Context: an optimization exercise on an open-source flow, tuned for small area, a short achievable clock period and few clock cycles. The choices shown serve that exercise and are no tape-out recipe. The RTL was checked by simulation tests, not by an equivalence proof against the original design. Power is estimated from default activity; no workload was simulated.

==> flow/design.v (excerpt) <==
module vnlp_engine #(
   parameter int DW      = 24,
   parameter int AW      = 9,
   parameter int LW      = 7,
   parameter int ACCW    = 2*DW-1,
   parameter int LEN_MAX = 2**LW-1,
   parameter int NCY     = 8
) (
   input  logic                 clk,
   input  logic                 rst_n,
   input  logic                 START,
   input  logic [AW-1:0]        HEAD,
   input  logic                 NORM_MODE,
   output logic                 DONE,
   output logic [ACCW-1:0]      NORM2,
   output logic [LW-1:0]        LEN,
   output logic                 ERR,
   output logic                 SAT,
   output logic [AW-1:0]        rd_addr1,
   output logic [AW-1:0]        rd_addr2,
   input  logic [DW-1:0]        rd_data1,
   input  logic [DW-1:0]        rd_data2
);
Size in the first run: ~1200 cells after synthesis, ~0.013 mm^2 of cells after synthesis.
export LEC_CHECK = 0
export CAP_MARGIN = 20
export CORE_MARGIN = 2
export CORE_UTILIZATION = 40
export SLEW_MARGIN = 20
export SYNTH_HIERARCHICAL = 1
create_clock -name core_clock -period 10.0 [get_ports {clk}]
standard.sh (not shown) runs the stock make flow with config.mk's settings and CLKGATE_MAP_FILE= SYNTH_SCRIPT=/design/flow/synth_recipe.tcl, a recipe that flattens the netlist after the stock synthesis.
==> flow/flow/run.sh <==
#!/bin/bash
set -euo pipefail
MARGIN=$(cat flow/margin.txt)
PORTBUF=$(cat flow/portbuf.txt)
bash standard.sh SETUP_SLACK_MARGIN=$MARGIN "BUFFER_PORTS_ARGS=-buffer_cell $PORTBUF" finish > standard_flow.log 2>&1
==> flow/flow/margin.txt <==
5.5
==> flow/flow/portbuf.txt <==
sky130_fd_sc_hd__buf_1
The starting point finished clean.
Testbench counts at the start, summed over its fixed seeds: cycles 26,523.
Change:
==> flow/flow/run.sh (replaced) <==
#!/bin/bash
set -euo pipefail
MARGIN=$(cat flow/margin.txt)
PORTBUF=$(cat flow/portbuf.txt)
bash standard.sh SETUP_SLACK_MARGIN=$MARGIN RECOVER_POWER=$(cat flow/recover.txt) "BUFFER_PORTS_ARGS=-buffer_cell $PORTBUF" finish > standard_flow.log 2>&1
==> flow/flow/recover.txt (new file) <==
100
Now the flow reached the layout checks and failed them: max-capacitance violations, max-slew violations.
Routed wire length is unchanged.
Non-clock buffer count is unchanged.
Die area does not change.
Power falls slightly.
Hold slack improved by 14 ps.
Flip-flop and latch count is unchanged.
Worst setup slack loses 1900 ps.
Global-route usage does not change.
Area after synthesis is unchanged.
Clock skew barely changes.

---

vnlp_engine, a different RTL version from the one above (not shown whole).
For scale: ~1,200 cells after synthesis, ~12,000 sq um of cells after synthesis.
export LEC_CHECK = 0
export CAP_MARGIN = 20
export CORE_MARGIN = 2
export CORE_UTILIZATION = 60
export SLEW_MARGIN = 20
export SYNTH_HIERARCHICAL = 1
create_clock -name core_clock -period 10.0 [get_ports {clk}]
==> flow/flow/run.sh <==
#!/bin/bash
set -euo pipefail
MARGIN=$(cat flow/margin.txt)
PORTBUF=$(cat flow/portbuf.txt)
bash standard.sh SETUP_SLACK_MARGIN=$MARGIN "BUFFER_PORTS_ARGS=-buffer_cell $PORTBUF" finish > standard_flow.log 2>&1
==> flow/flow/margin.txt <==
5.62
Scripts as last shown in full above: flow/flow/portbuf.txt
The starting point completed with no timing, DRC or antenna violations.
Testbench counts at the start, summed over its fixed seeds: cycles 26,523.
Change:
==> flow/flow/margin.txt (replaced) <==
5.5
Settings changed: ABC_AREA set to 1.
What happened: The new run died in detailed routing (5_2_route) with DRT-0206. Global-route usage is higher by 0.36 points. Synthesized area climbs by 4.9%. Synthesized cell count goes up by 16%.

---

main:
vnlp_engine with an RTL version that a note above also has.
Size in the first run: about 1,200 cells after synthesis, ~110 flip-flops, about 140 I/O pins.
make LEC_CHECK=0 CAP_MARGIN=20 CORE_MARGIN=2 CORE_UTILIZATION=60 SETUP_SLACK_MARGIN=5 SLEW_MARGIN=20 SYNTH_HIERARCHICAL=1 finish   # period 10.0 ns
run.sh (not shown) runs the stock make flow with config.mk's settings and CLKGATE_MAP_FILE= SYNTH_SCRIPT=/design/flow/synth_recipe.tcl, a recipe that flattens the netlist after the stock synthesis.
Stock flow here: none of the scripts above is used.
Testbench counts of main, summed over its fixed seeds: cycles 26,523.
## Diff of input files: the feature branch against main
- SETUP_SLACK_MARGIN: 5 -> unset
==> flow/flow/run.sh (new file) <==
#!/bin/bash
set -euo pipefail
MARGIN=$(cat flow/margin.txt)
PORTBUF=$(cat flow/portbuf.txt)
bash standard.sh SETUP_SLACK_MARGIN=$MARGIN "BUFFER_PORTS_ARGS=-buffer_cell $PORTBUF" finish > standard_flow.log 2>&1
==> flow/flow/margin.txt (new file) <==
5.5
==> flow/flow/portbuf.txt (new file) <==
sky130_fd_sc_hd__buf_1
==> flow/standard.sh (new file) <==
#!/bin/bash
# synth_recipe.tcl (not shown) runs the flow's synth.tcl, then flattens the netlist and writes it again
# the make line also repeats each setting of config.mk as NAME=value (left out here)
make -C /OpenROAD-flow-scripts/flow DESIGN_CONFIG=/design/flow/config.mk WORK_HOME=/design/flow/orfs CLKGATE_MAP_FILE= SYNTH_SCRIPT=/design/flow/synth_recipe.tcl "${@:-finish}"
removed: flow/run.sh
Notes after the runs:
- The post-detailed-route via-to-cell ratio of the feature branch is lower than that of main.
- The feature branch against main: cell count after placement shows no meaningful change, required time at the worst-slack endpoint shows no meaningful change, total power of the final layout shows a reduction of about 2.8%, share of the clock period used by the worst path after layout shows a reduction of 4.8 points.
- main vs the feature branch, start point of the critical path: rd_data1[5] vs rd_data1[4]
- Looking at maximum single-stage delay on the critical path, the feature branch sits 0.36 ns below main.

==> separate check: timing with driven ports <==
Ports are ideal in the flow. The routed layouts listed here were re-timed in OpenROAD.
Step 1, drivers: a clkbuf_16 drives clk and a buf_2 each remaining input, both assumed.
Step 2 adds t to the input delays and takes it off the output delays; t is the mean of the earliest and latest rising clock arrival at the registers after step 1. Input paths then give back, and output paths get back, about the clock's delay inside the block.
Slacks: ideal / step 1 / step 2; pairs: ideal / step 1.
run | shift t [ns] | slack for setup (ns) | worst slew at a driven data input, ns
the first run of note 1 | 0.467 | 5.524 / 5.501 / 5.501 | 0.08
the second run of note 1 | 0.467 | 3.659 / 3.659 / 3.659 | 0.08
the first run of note 2 | 0.468 | 5.497 / 5.475 / 5.026 | 0.09
main | 0.473 | 5.051 / 5.029 / 5.029 | 0.07
the feature branch | 0.470 | 5.532 / 5.507 / 5.507 | 0.07
For the first run of note 2, which loses most, drivers alone change the setup slack by -0.022 ns; drivers and shift together by -0.471 ns.
